Background: an optimization exercise with open tools, aiming at small area and a short achievable clock period. Do not read the settings as production practice.
RTL that was checked went through simulation tests only; none was proved equivalent to the original.
Power and IR drop assume default switching activity.

==> trial 47 <==
## multichannel_strike_peak_detector
module multichannel_strike_peak_detector (
  input  logic                              clk,
  input  logic                              rst_n,
  input  logic                              cfg_we,
  input  logic                              cfg_index,
  input  logic [mspd_pkg::CFG_W-1:0]        cfg_wdata,
  input  logic                              in_valid,
  output logic                              in_ready,
  input  logic                              in_op,
  input  logic [mspd_pkg::SAMPLE_W-1:0]     in_sample_ch0,
  input  logic [mspd_pkg::SAMPLE_W-1:0]     in_sample_ch1,
  input  logic [mspd_pkg::SAMPLE_W-1:0]     in_sample_ch2,
  input  logic [mspd_pkg::SAMPLE_W-1:0]     in_sample_ch3,
  input  logic [mspd_pkg::TIME_W-1:0]       in_now_ms,
  output logic                              out_valid,
  input  logic                              out_ready,
  output logic                              out_event_valid,
  output logic [mspd_pkg::CH_W-1:0]         out_event_channel,
  output logic [mspd_pkg::PEAK_W-1:0]       out_event_peak
);
==> module mspd_lane, before the edit <==
module mspd_lane (
  input  logic                            clk,
  input  logic                            rst_n,
  input  logic                            sample_en,
  input  logic [mspd_pkg::SAMPLE_W-1:0]   sample,
  input  logic [mspd_pkg::TIME_W-1:0]     now_ms,
  input  logic [10:0]                     thr2m1,     
  input  logic                            thr_zero,
  input  logic [15:0]                     lo_m_win,   
  input  logic                            lo_wrap,    
  output logic                            fin,        
  output logic [mspd_pkg::PEAK_W-1:0]     peak        
);
  logic                           active_r;
  logic [mspd_pkg::PEAK_W-1:0]    peak_r;
  logic [mspd_pkg::TIME_W-1:0]    start_r;
  logic [mspd_pkg::PEAK_W-1:0]    key;
  logic                           gt;
  logic                           trig;
  logic                           expired;
  assign key     = {sample[8:0] ^ {9{~sample[9]}}, ~sample[9]};
  mspd_cmp #(.W(10)) u_gt   (.a(key),          .b(peak_r),        .ci(1'b0), .y(gt));
  logic ge_thr;
  mspd_cmp #(.W(11)) u_trig (.a({1'b0, key}),  .b(thr2m1),        .ci(1'b1), .y(ge_thr));
  assign trig    = thr_zero || ge_thr;
  logic        c1, c2, lt, hz;
  logic [15:0] ah, ch;
  mspd_cmp #(.W(16)) u_c1 (.a(now_ms[15:0]),  .b(start_r[15:0]), .ci(1'b1), .y(c1));
  mspd_cmp #(.W(16)) u_c2 (.a(start_r[15:0]), .b(lo_m_win),      .ci(1'b0), .y(c2));
  assign lt  = lo_wrap ? (c1 || c2) : (c1 && c2);
  assign ah  = now_ms[31:16];
  assign ch  = ~start_r[31:16];
  assign hz  = ((ah[0] ^ ch[0]) == c1) &&
               (((ah[15:1] ^ ch[15:1]) ^ (ah[14:0] | ch[14:0])) == 15'd0);
  assign expired = !(hz && lt);
  assign fin     = active_r && expired;
  assign peak    = peak_r;
  always_ff @(posedge clk) begin
    if (!rst_n)
      active_r <= 1'b0;
    else if (sample_en)
      active_r <= active_r ? !expired : trig;
  end
  always_ff @(posedge clk) begin
    if (!active_r)
      start_r <= now_ms;
    if (!active_r || (sample_en && gt))
      peak_r <= key;
  end
endmodule
==> module mspd_cmp, before the edit <==
module mspd_cmp #(
  parameter int W = 16
) (
  input  logic [W-1:0] a,
  input  logic [W-1:0] b,
  input  logic         ci,
  output logic         y
);
  localparam int L = $clog2(W + 1);
  localparam int N = 1 << L;
  logic [N-1:0] g [L+1];
  logic [N-1:0] p [L+1];
  for (genvar i = 0; i < N; i++) begin : g_leaf
    if (i == 0) begin : g_ci
      assign g[0][i] = ci;
      assign p[0][i] = 1'b0;
    end else if (i <= W) begin : g_bit
      assign g[0][i] = a[i-1] & ~b[i-1];
      assign p[0][i] = a[i-1] | ~b[i-1];
    end else begin : g_pad
      assign g[0][i] = 1'b0;
      assign p[0][i] = 1'b1;
    end
  end
  for (genvar k = 1; k <= L; k++) begin : g_lvl
    for (genvar i = 0; i < (N >> k); i++) begin : g_node
      assign g[k][i] = g[k-1][2*i+1] | (p[k-1][2*i+1] & g[k-1][2*i]);
      assign p[k][i] = p[k-1][2*i+1] & p[k-1][2*i];
    end
    if ((N >> k) < N) begin : g_fill
      assign g[k][N-1:(N >> k)] = '0;
      assign p[k][N-1:(N >> k)] = '0;
    end
  end
  assign y = g[L][0];
endmodule
export LEC_CHECK = 0
export ABC_AREA = 1
export CAP_MARGIN = 20
export CORE_MARGIN = 2
export CORE_UTILIZATION = 40
export CTS_CLUSTER_DIAMETER = 100
export CTS_CLUSTER_SIZE = 24
export SETUP_SLACK_MARGIN = 3.7
export SLEW_MARGIN = 20
create_clock -name core_clock -period 6.5 [get_ports {clk}]
standard.sh (not shown) runs the stock make flow with config.mk's settings and CLKGATE_MAP_FILE= SYNTH_SCRIPT=/design/flow/synth_recipe.tcl, a recipe that flattens the netlist after the stock synthesis.
==> flow/flow/run.sh <==
#!/bin/bash
# standard layout, with the port buffers made of buf_2 cells instead of the
# resizer's default pick (a delay buffer)
set -euo pipefail
export BUFFER_PORTS_ARGS="-buffer_cell sky130_fd_sc_hd__buf_2"
bash standard.sh > standard.log 2>&1
==> inputs of build 60, as changes to trial 47 <==
--- a/flow/design.v
+++ b/flow/design.v
@@ -49,5 +49,5 @@
   assign key     = {sample[8:0] ^ {9{~sample[9]}}, ~sample[9]};
-  mspd_cmp #(.W(10)) u_gt   (.a(key),          .b(peak_r),        .ci(1'b0), .y(gt));
+  mspd_cmp #(.W(10), .G(1)) u_gt   (.a(key),          .b(peak_r),        .ci(1'b0), .y(gt));
   logic ge_thr;
-  mspd_cmp #(.W(11)) u_trig (.a({1'b0, key}),  .b(thr2m1),        .ci(1'b1), .y(ge_thr));
+  mspd_cmp #(.W(11), .G(1)) u_trig (.a({1'b0, key}),  .b(thr2m1),        .ci(1'b1), .y(ge_thr));
   assign trig    = thr_zero || ge_thr;
@@ -55,4 +55,4 @@
   logic [15:0] ah, ch;
-  mspd_cmp #(.W(16)) u_c1 (.a(now_ms[15:0]),  .b(start_r[15:0]), .ci(1'b1), .y(c1));
-  mspd_cmp #(.W(16)) u_c2 (.a(start_r[15:0]), .b(lo_m_win),      .ci(1'b0), .y(c2));
+  mspd_cmp #(.W(16), .G(4)) u_c1 (.a(now_ms[15:0]),  .b(start_r[15:0]), .ci(1'b1), .y(c1));
+  mspd_cmp #(.W(16), .G(4)) u_c2 (.a(start_r[15:0]), .b(lo_m_win),      .ci(1'b0), .y(c2));
   assign lt  = lo_wrap ? (c1 || c2) : (c1 && c2);
@@ -79,3 +79,4 @@
 module mspd_cmp #(
-  parameter int W = 16
+  parameter int W = 16,
+  parameter int G = 4
 ) (
@@ -86,4 +87,5 @@
 );
-  localparam int L = $clog2(W + 1);
-  localparam int N = 1 << L;
+  localparam int NG = (W + G - 1) / G;
+  localparam int L  = (NG < 2) ? 1 : (NG < 4) ? 2 : (NG < 8) ? 3 : (NG < 16) ? 4 : (NG < 32) ? 5 : 6;
+  localparam int N  = 1 << L;
   logic [N-1:0] g [L+1];
@@ -94,5 +96,19 @@
       assign p[0][i] = 1'b0;
-    end else if (i <= W) begin : g_bit
-      assign g[0][i] = a[i-1] & ~b[i-1];
-      assign p[0][i] = a[i-1] | ~b[i-1];
+    end else if (i <= NG) begin : g_grp
+      logic [G:0] gc;
+      logic [G:0] pc;
+      assign gc[0] = 1'b0;
+      assign pc[0] = 1'b1;
+      for (genvar j = 0; j < G; j++) begin : g_bit
+        localparam int K = (i - 1) * G + j;
+        if (K < W) begin : g_in
+          assign gc[j+1] = (a[K] & ~b[K]) | ((a[K] | ~b[K]) & gc[j]);
+          assign pc[j+1] = (a[K] | ~b[K]) & pc[j];
+        end else begin : g_out
+          assign gc[j+1] = gc[j];
+          assign pc[j+1] = pc[j];
+        end
+      end
+      assign g[0][i] = gc[G];
+      assign p[0][i] = pc[G];
     end else begin : g_pad
--- a/flow/config.mk
+++ b/flow/config.mk
@@ -10,6 +10,8 @@
 export CORE_MARGIN = 2
-export CORE_UTILIZATION = 40
-export CTS_CLUSTER_DIAMETER = 100
-export CTS_CLUSTER_SIZE = 24
-export SETUP_SLACK_MARGIN = 3.7
+export CORE_UTILIZATION = 55
+export CTS_BUF_LIST = sky130_fd_sc_hd__clkbuf_8
+export CTS_CLUSTER_DIAMETER = 60
+export CTS_CLUSTER_SIZE = 16
+export PLACE_DENSITY = 0.75
+export SETUP_SLACK_MARGIN = 3.5
 export SLEW_MARGIN = 20
==> inputs of trial 36, as changes to trial 47 <==
--- a/flow/config.mk
+++ b/flow/config.mk
@@ -13,3 +13,3 @@
 export CTS_CLUSTER_SIZE = 24
-export SETUP_SLACK_MARGIN = 3.7
+export SETUP_SLACK_MARGIN = 3.5
 export SLEW_MARGIN = 20
==> inputs of trial 19, as changes to trial 47 <==
--- a/flow/design.v
+++ b/flow/design.v
@@ -49,5 +49,5 @@
   assign key     = {sample[8:0] ^ {9{~sample[9]}}, ~sample[9]};
-  mspd_cmp #(.W(10)) u_gt   (.a(key),          .b(peak_r),        .ci(1'b0), .y(gt));
+  mspd_cmp #(.W(10), .G(1)) u_gt   (.a(key),          .b(peak_r),        .ci(1'b0), .y(gt));
   logic ge_thr;
-  mspd_cmp #(.W(11)) u_trig (.a({1'b0, key}),  .b(thr2m1),        .ci(1'b1), .y(ge_thr));
+  mspd_cmp #(.W(11), .G(1)) u_trig (.a({1'b0, key}),  .b(thr2m1),        .ci(1'b1), .y(ge_thr));
   assign trig    = thr_zero || ge_thr;
@@ -55,4 +55,4 @@
   logic [15:0] ah, ch;
-  mspd_cmp #(.W(16)) u_c1 (.a(now_ms[15:0]),  .b(start_r[15:0]), .ci(1'b1), .y(c1));
-  mspd_cmp #(.W(16)) u_c2 (.a(start_r[15:0]), .b(lo_m_win),      .ci(1'b0), .y(c2));
+  mspd_cmp #(.W(16), .G(4)) u_c1 (.a(now_ms[15:0]),  .b(start_r[15:0]), .ci(1'b1), .y(c1));
+  mspd_cmp #(.W(16), .G(4)) u_c2 (.a(start_r[15:0]), .b(lo_m_win),      .ci(1'b0), .y(c2));
   assign lt  = lo_wrap ? (c1 || c2) : (c1 && c2);
@@ -79,3 +79,4 @@
 module mspd_cmp #(
-  parameter int W = 16
+  parameter int W = 16,
+  parameter int G = 4
 ) (
@@ -86,4 +87,5 @@
 );
-  localparam int L = $clog2(W + 1);
-  localparam int N = 1 << L;
+  localparam int NG = (W + G - 1) / G;
+  localparam int L  = (NG < 2) ? 1 : (NG < 4) ? 2 : (NG < 8) ? 3 : (NG < 16) ? 4 : (NG < 32) ? 5 : 6;
+  localparam int N  = 1 << L;
   logic [N-1:0] g [L+1];
@@ -94,5 +96,19 @@
       assign p[0][i] = 1'b0;
-    end else if (i <= W) begin : g_bit
-      assign g[0][i] = a[i-1] & ~b[i-1];
-      assign p[0][i] = a[i-1] | ~b[i-1];
+    end else if (i <= NG) begin : g_grp
+      logic [G:0] gc;
+      logic [G:0] pc;
+      assign gc[0] = 1'b0;
+      assign pc[0] = 1'b1;
+      for (genvar j = 0; j < G; j++) begin : g_bit
+        localparam int K = (i - 1) * G + j;
+        if (K < W) begin : g_in
+          assign gc[j+1] = (a[K] & ~b[K]) | ((a[K] | ~b[K]) & gc[j]);
+          assign pc[j+1] = (a[K] | ~b[K]) & pc[j];
+        end else begin : g_out
+          assign gc[j+1] = gc[j];
+          assign pc[j+1] = pc[j];
+        end
+      end
+      assign g[0][i] = gc[G];
+      assign p[0][i] = pc[G];
     end else begin : g_pad
--- a/flow/config.mk
+++ b/flow/config.mk
@@ -10,6 +10,7 @@
 export CORE_MARGIN = 2
-export CORE_UTILIZATION = 40
+export CORE_UTILIZATION = 55
 export CTS_CLUSTER_DIAMETER = 100
 export CTS_CLUSTER_SIZE = 24
-export SETUP_SLACK_MARGIN = 3.7
+export PLACE_DENSITY = 0.75
+export SETUP_SLACK_MARGIN = 3.5
 export SLEW_MARGIN = 20
==> flow_metrics.py <==
metrics = {
    "logic_synthesis": {
        "synth_nets": 1918,
        "syn_area_per_cell_sq_um": 8.04,
        "synth_area_leaders": "edfxtp_1, nand2_1, inv_1",
        "synth_fa_ha_area_frac": 0.0719,
    },
    "power": {
        "pg_clk_mw": 0.860,
        "p_comb_mw": 1.19,
    },
    "die": {
        "n_tap_cell": 455,
        "std_cell_rows": 68,
    },
    "timing": {
        "worst_slew_pin_slew_ns": 0.818,
    },
    "critical_path": {
        "path_cells": "buf_12, inv_16, ha_4, inv_4, fa_2, nand2_2, nand2_4, nand3_4, nand2_4, nand2_4, nand2_4, nand2_8, nand2_4, a21oi_4, nand4_1, a21oi_1, nand2_2, a21oi_2",
    },
    "cells_and_area": {
        "final_cell_area_sq_mm": 0.0164,
        "n_all_buffers": 130,
    },
    "min_path": {
        "hp-start": "win_r[9]",
    },
    "cts": {
        "clk_pin_slew_ns": 0.10,
        "clockRootBuffer": "clkbuf_16",
    },
    "outcome": {
        "status": "finished clean",
    },
}
Source of the figures above: trial 47

==> flow_metrics.py <==
metrics = {
    "power": {
        "p_comb_mw": 1.09,
        "pg_clk_mw": 1.10,
    },
    "outcome": {
        "status": "finished clean",
    },
    "logic_synthesis": {
        "synth_fa_ha_area_frac": 0.0726,
        "syn_area_per_cell_sq_um": 8.26,
        "synth_nets": 1855,
        "synth_area_leaders": "edfxtp_1, nand2_1, ha_1",
    },
    "min_path": {
        "hp-start": "win_r[9]",
    },
    "die": {
        "std_cell_rows": 58,
    },
    "critical_path": {
        "path_cells": "clkbuf_4, ha_1, nand2_1, nor2_2, nand2_1, nand3_2, nand3b_1, nand2_1, nand2_1, nand3_1, nand2_1, nand2_1, a21oi_1, nor2_1, nand2_1, nand2_1, nand2_1, nor2_1",
    },
    "cells_and_area": {
        "n_all_buffers": 120,
    },
    "cts": {
        "clockRootBuffer": "clkbuf_8",
    },
}
Source of the figures above: build 60

==> flow_metrics.py <==
metrics = {
    "outcome": {
        "status": "finished clean",
    },
    "cts": {
        "clk_pin_slew_ns": 0.09,
    },
    "die": {
        "n_tap_cell": 455,
    },
    "power": {
        "p_comb_mw": 1.17,
    },
    "critical_path": {
        "path_cells": "buf_12, inv_16, ha_4, inv_4, fa_2, nand2_2, nand2_4, nand3_4, nand2_4, nand2_4, nand2_4, nand2_8, nand2_4, a21oi_4, buf_6, a21oi_1, nor2_1, nand2_2, nand2_1, nor2_1",
    },
    "logic_synthesis": {
        "syn_area_per_cell_sq_um": 8.04,
        "synth_nets": 1918,
        "synth_fa_ha_area_frac": 0.0719,
    },
    "timing": {
        "worst_slew_pin_slew_ns": 0.816,
    },
    "cells_and_area": {
        "final_cell_area_sq_mm": 0.0164,
        "n_all_buffers": 131,
    },
}
Source of the figures above: trial 36

==> flow_metrics.py <==
metrics = {
    "logic_synthesis": {
        "synth_nets": 1855,
        "synth_area_leaders": "edfxtp_1, nand2_1, ha_1",
        "syn_area_per_cell_sq_um": 8.26,
        "synth_fa_ha_area_frac": 0.0726,
    },
    "die": {
        "std_cell_rows": 58,
        "n_tap_cell": 330,
    },
    "outcome": {
        "status": "finished clean",
    },
    "timing": {
        "worst_slew_pin_slew_ns": 0.873,
    },
    "cts": {
        "clockRootBuffer": "clkbuf_16",
    },
    "cells_and_area": {
        "final_cell_area_sq_mm": 0.0156,
    },
    "power": {
        "p_comb_mw": 1.09,
        "pg_clk_mw": 0.884,
    },
    "min_path": {
        "hp-start": "win_r[11]",
    },
    "critical_path": {
        "path_cells": "clkbuf_4, ha_2, nand2_2, inv_2, a21oi_4, nor2_1, nor3_4, nand2_1, nand2_1, nand3_1, nand2_1, nand2_1, a21oi_1, nor2_1, nand2_1, nand2_1, nand2_1, nor2_1",
    },
}
Source of the figures above: trial 19

For trial 47 and trial 36, only the layout was checked, not whether the RTL still works.

==> port drivers added, routing unchanged <==
The results above use ideal ports. As a check the final layouts listed here were re-extracted and re-timed, cells and wires unchanged.
Step 1 (the two cells are an assumption about what drives the block):
set clk [get_ports {clk}]
set_driving_cell -lib_cell sky130_fd_sc_hd__clkbuf_16 $clk
set_driving_cell -lib_cell sky130_fd_sc_hd__buf_2 [delete_from_list [all_inputs] $clk]
Step 2, shift: input delay + t, output delay - t, t = (earliest + latest rising clock arrival at the registers) / 2. This alone moves slack from input paths to output paths.
Three values: no drivers, after step 1, after step 2; two values: the first two.
run | t, ns | setup WS [ns] | hold slack, ns | latest minus earliest clock arrival (ns) | pins driven straight from the clock port
trial 47 | 0.532 | 3.350 / 3.357 / 2.824 | 0.493 / 0.493 / 0.493 | 0.029 / 0.029 | 1
build 60 | 0.613 | 3.494 / 3.505 / 2.893 | 0.477 / 0.477 / 0.477 | 0.045 / 0.045 | 1
trial 36 | 0.544 | 3.491 / 3.485 / 2.941 | 0.494 / 0.494 / 0.494 | 0.030 / 0.030 | 1
trial 19 | 0.531 | 3.462 / 3.443 / 2.912 | 0.474 / 0.474 / 0.474 | 0.019 / 0.020 | 1
After both steps setup and hold are still met in every run listed. The setup slack of build 60, which loses most, moves by +0.011 ns with the drivers and by -0.601 ns with both steps.
